This design comes from an exercise in tuning for a short achievable clock period and few clock cycles on the open sky130 flow, not from production work.
Only simulation tests tie the RTL to the original design; equivalence was not proved.
No driver is modelled on the clock port, so clocking that relies on it looks cheaper here than on a real chip.
Power is estimated from default activity; no workload was simulated.

== branch lagoon ==
## cpuTop
module cpuTop #(
    parameter logic [DataWidth-1:0] resetPc = '0
) (
    input  logic                    clk,
    input  logic                    rst,
    output logic [DataWidth-1:0]    pc,
    output logic                    instrReq,
    input  cpuPkg::instrWord                instr,
    output logic                    regWrEn,
    output logic [RegAddrWidth-1:0] regWrAddr,
    output logic [DataWidth-1:0]    regWrData
);
    logic [15:0] pcR;
    logic        reqR;
    logic [15:0] regs [16];
    logic        eWr;         
    logic        eBr;         
    logic        eBne;
    logic [3:0]  eRa;
    logic [15:0] opA, opB;        
    logic [15:0] sum, logicRes, res;    
    logic [3:0]  eShamt;
    logic [3:0]  eOff;
    logic        eSub, eArith, eNand, eOr, eSll, eSrl, eSra;
    logic        wrEnR;
    logic [3:0]  wrAddrR;
    logic [15:0] wrDataR;
    logic [15:0] wbData;
    logic [15:0] wSel;
    assign pc        = pcR;
    assign instrReq  = reqR;
    assign regWrEn   = wrEnR;
    assign regWrAddr = wrAddrR;
    assign regWrData = wrDataR;
    logic [15:0] iw;
    logic [3:0]  op, fa, fb, fc;
    assign iw = instr;
    assign op = iw[15:12];
    assign fa = iw[11:8];
    assign fb = iw[7:4];
    assign fc = iw[3:0];
    logic isR, isImm, isShift, isBr, isWr;
    logic dSub, dArith, dNand, dOr, dSll, dSrl, dSra;
    always_comb begin
        isR = 1'b0; isImm = 1'b0; isShift = 1'b0; isBr = 1'b0;
        dSub = 1'b0; dArith = 1'b0; dNand = 1'b0; dOr = 1'b0;
        dSll = 1'b0; dSrl = 1'b0; dSra = 1'b0;
        case (op)
            OpAdd:   begin isR = 1'b1;   dArith = 1'b1; end
            OpSub:   begin isR = 1'b1;   dArith = 1'b1; dSub = 1'b1; end
            OpNand:  begin isR = 1'b1;   dNand = 1'b1; end
  ...
export LEC_CHECK = 0
export CAP_MARGIN = 20
export CORE_MARGIN = 2
export CORE_UTILIZATION = 40
export PLACE_DENSITY = 0.6
export SLEW_MARGIN = 20
export SYNTH_HIERARCHICAL = 1
export SYNTH_MINIMUM_KEEP_SIZE = 0
create_clock -name core_clock -period 8.0 [get_ports {clk}]
standard.sh (not shown) runs the stock make flow with config.mk's settings and CLKGATE_MAP_FILE= SYNTH_SCRIPT=/design/flow/synth_recipe.tcl, a recipe that flattens the netlist after the stock synthesis.
==> flow/flow/run.sh <==
#!/bin/bash
# The standard layout (standard.sh) with these changes:
#  - no full-adder extraction in synthesis (ADDER_MAP_FILE empty), so the
#    hand-built prefix adders keep their structure;
#  - timing repair may swap cells across footprints (MATCH_CELL_FOOTPRINT 0);
#  - ports are buffered with buf_8 cells;
set -euo pipefail
F=$PWD/flow
KNOBS=(ADDER_MAP_FILE= MATCH_CELL_FOOTPRINT=0 "BUFFER_PORTS_ARGS=-buffer_cell sky130_fd_sc_hd__buf_8"
       SETUP_SLACK_MARGIN=5.4)
bash standard.sh "${KNOBS[@]}" "POST_CTS_TCL=$F/extra_cts.tcl" cts > make_cts.log 2>&1
bash standard.sh "${KNOBS[@]}" "PRE_GLOBAL_ROUTE_TCL=$F/relax_outputs.tcl" \
    "POST_GLOBAL_ROUTE_TCL=$F/restore_outputs.tcl" finish > make_finish.log 2>&1
==> flow/flow/extra_cts.tcl <==
source [file join [file dirname [info script]] relax_outputs.tcl]
repair_timing -setup -setup_margin 5.45 -hold_margin 0 -repair_tns 100 -verbose
detailed_placement
check_placement -verbose
source [file join [file dirname [info script]] restore_outputs.tcl]
==> flow/flow/relax_outputs.tcl <==
# Optimisation aid: while the timing repair runs, the output ports' external
# delay is lowered so that the repair, which stops improving once its worst
# path cannot be improved, is not held up by the output paths (flip-flop to
# port, nothing to repair there) and keeps working on the other paths.
# restore_outputs.tcl puts the design's output delay back before the step
# writes its results.
set_output_delay 0.8 -clock [get_clocks core_clock] [all_outputs]
==> flow/flow/restore_outputs.tcl <==
# Puts back the design's output delay (20% of the 8 ns period), see
# relax_outputs.tcl.
set_output_delay 1.6 -clock [get_clocks core_clock] [all_outputs]
Testbench counts of branch lagoon, summed over its fixed seeds: cycles 25,372.
--- input diff branch lagoon..branch harbor ---
-- flow/design.v --
<<< branch lagoon, line 81
endmodule
module opBit (
    input  logic sA,
    input  logic sL,
    input  logic sX,
    input  logic sY,
    input  logic sZ,
    input  logic a,
    input  logic l,
    input  logic x,
    input  logic y,
>>> branch harbor, line 81
endmodule
module opBit (
    input  logic fwd,
    input  logic fwdn,
    input  logic sX,
    input  logic sY,
    input  logic sZ,
    input  logic r,
    input  logic x,
    input  logic y,
<<< branch lagoon, line 93
    output logic q
);
    logic na, nl, nx, nyz;
    nand2c u_a (.a(sA), .b(a), .y(na));
    nand2c u_l (.a(sL), .b(l), .y(nl));
    nand2c u_x (.a(sX), .b(x), .y(nx));
    aoi22c u_y (.a1(sY), .a2(y), .b1(sZ), .b2(z), .y(nyz));
    nand4c u_q (.a(na), .b(nl), .c(nx), .d(nyz), .y(q));
endmodule
module opSel (
    input  logic        sA,
    input  logic        sL,
    input  logic        sX,
    input  logic        sY,
    input  logic        sZ,
    input  logic [15:0] a,
    input  logic [15:0] l,
    input  logic [15:0] x,
    input  logic [15:0] y,
>>> branch harbor, line 92
    output logic q
);
    logic nr, nx, ny, nz;
    nand2c u_r (.a(fwd), .b(r), .y(nr));
    nand3c u_x (.a(sX), .b(fwdn), .c(x), .y(nx));
    nand3c u_y (.a(sY), .b(fwdn), .c(y), .y(ny));
    nand3c u_z (.a(sZ), .b(fwdn), .c(z), .y(nz));
    nand4c u_q (.a(nr), .b(nx), .c(ny), .d(nz), .y(q));
endmodule
module opSel (
    input  logic        fwd,
    input  logic        fwdn,
    input  logic        sX,
    input  logic        sY,
    input  logic        sZ,
    input  logic [15:0] r,
    input  logic [15:0] x,
    input  logic [15:0] y,
<<< branch lagoon, line 114
);
    for (genvar i = 0; i < 16; i++) begin : g_b
        opBit u_b (.sA(sA), .sL(sL), .sX(sX), .sY(sY), .sZ(sZ),
                   .a(a[i]), .l(l[i]), .x(x[i]), .y(y[i]), .z(z[i]), .q(q[i]));
    end
endmodule
>>> branch harbor, line 112
);
    for (genvar i = 0; i < 16; i++) begin : g_b
        opBit u_b (.fwd(fwd), .fwdn(fwdn), .sX(sX), .sY(sY), .sZ(sZ),
                   .r(r[i]), .x(x[i]), .y(y[i]), .z(z[i]), .q(q[i]));
    end
endmodule
<<< branch lagoon, line 424
    assign immVal = {{8{iw[7] & (op != OpAddiu)}}, iw[7:0]};
    opSel u_opa (
        .sA (fwdA && eArith), .sL (fwdA && !eArith), .sX (isR && !fwdA), .sY (!isR && !fwdA),
        .sZ (1'b0),
        .a  (sum),  .l (logicRes), .x (rdB), .y (rdA), .z (immVal),
        .q  (opAD)
    );
    opSel u_opb (
        .sA (fwdB && eArith), .sL (fwdB && !eArith), .sX (isR && !fwdB), .sY (isBr && !fwdB),
        .sZ (!isR && !isBr && !fwdB),
        .a  (sum),  .l (logicRes), .x (rdC), .y (rdB), .z (immVal),
        .q  (opBD)
    );
    logic [15:0] pcD;
>>> branch harbor, line 422
    assign immVal = {{8{iw[7] & (op != OpAddiu)}}, iw[7:0]};
    opSel u_opa (
        .fwd (fwdA), .fwdn (!fwdA), .sX (isR), .sY (!isR), .sZ (1'b0),
        .r   (res),  .x    (rdB),   .y  (rdA), .z  (immVal),
        .q   (opAD)
    );
    opSel u_opb (
        .fwd (fwdB), .fwdn (!fwdB), .sX (isR), .sY (isBr), .sZ (!isR && !isBr),
        .r   (res),  .x    (rdC),   .y  (rdB), .z  (immVal),
        .q   (opBD)
    );
    logic [15:0] pcD;
### Flow results
Against branch lagoon, maximum clock frequency in branch harbor came out better.
Delta (branch harbor minus branch lagoon): count of buffer and inverter cells on the critical path down 1; total power draw down 1.4%; placer congestion estimate down about 1%.
In branch harbor, the sequential share of layout area came out 0.49 points above the value in branch lagoon.
Testbench counts of branch harbor, summed over its fixed seeds: cycles 25,372.

[static timing again, ports no longer ideal]
Ports are ideal in the flow. The routed layouts listed here were re-timed in OpenROAD.
Step 1 assumes that a clkbuf_16 drives the clock port and a buf_2 every other input.
Step 2 also shifts input and output timing later by t, the mid clock arrival at the registers, as if the neighbouring blocks saw the same clock.
Slacks: ideal / step 1 / step 2; pairs: ideal / step 1.
run | t (ns) | setup slack, ns | worst register clock-pin slew, ns
branch lagoon | 0.641 | 5.261 / 5.170 / 4.529 | 0.07 / 0.07
branch harbor | 0.659 | 5.315 / 5.185 / 4.527 | 0.07 / 0.07
After both steps every run listed still meets setup and hold. For branch harbor, which loses most, drivers alone change the setup slack by -0.130 ns; drivers and shift together by -0.788 ns.
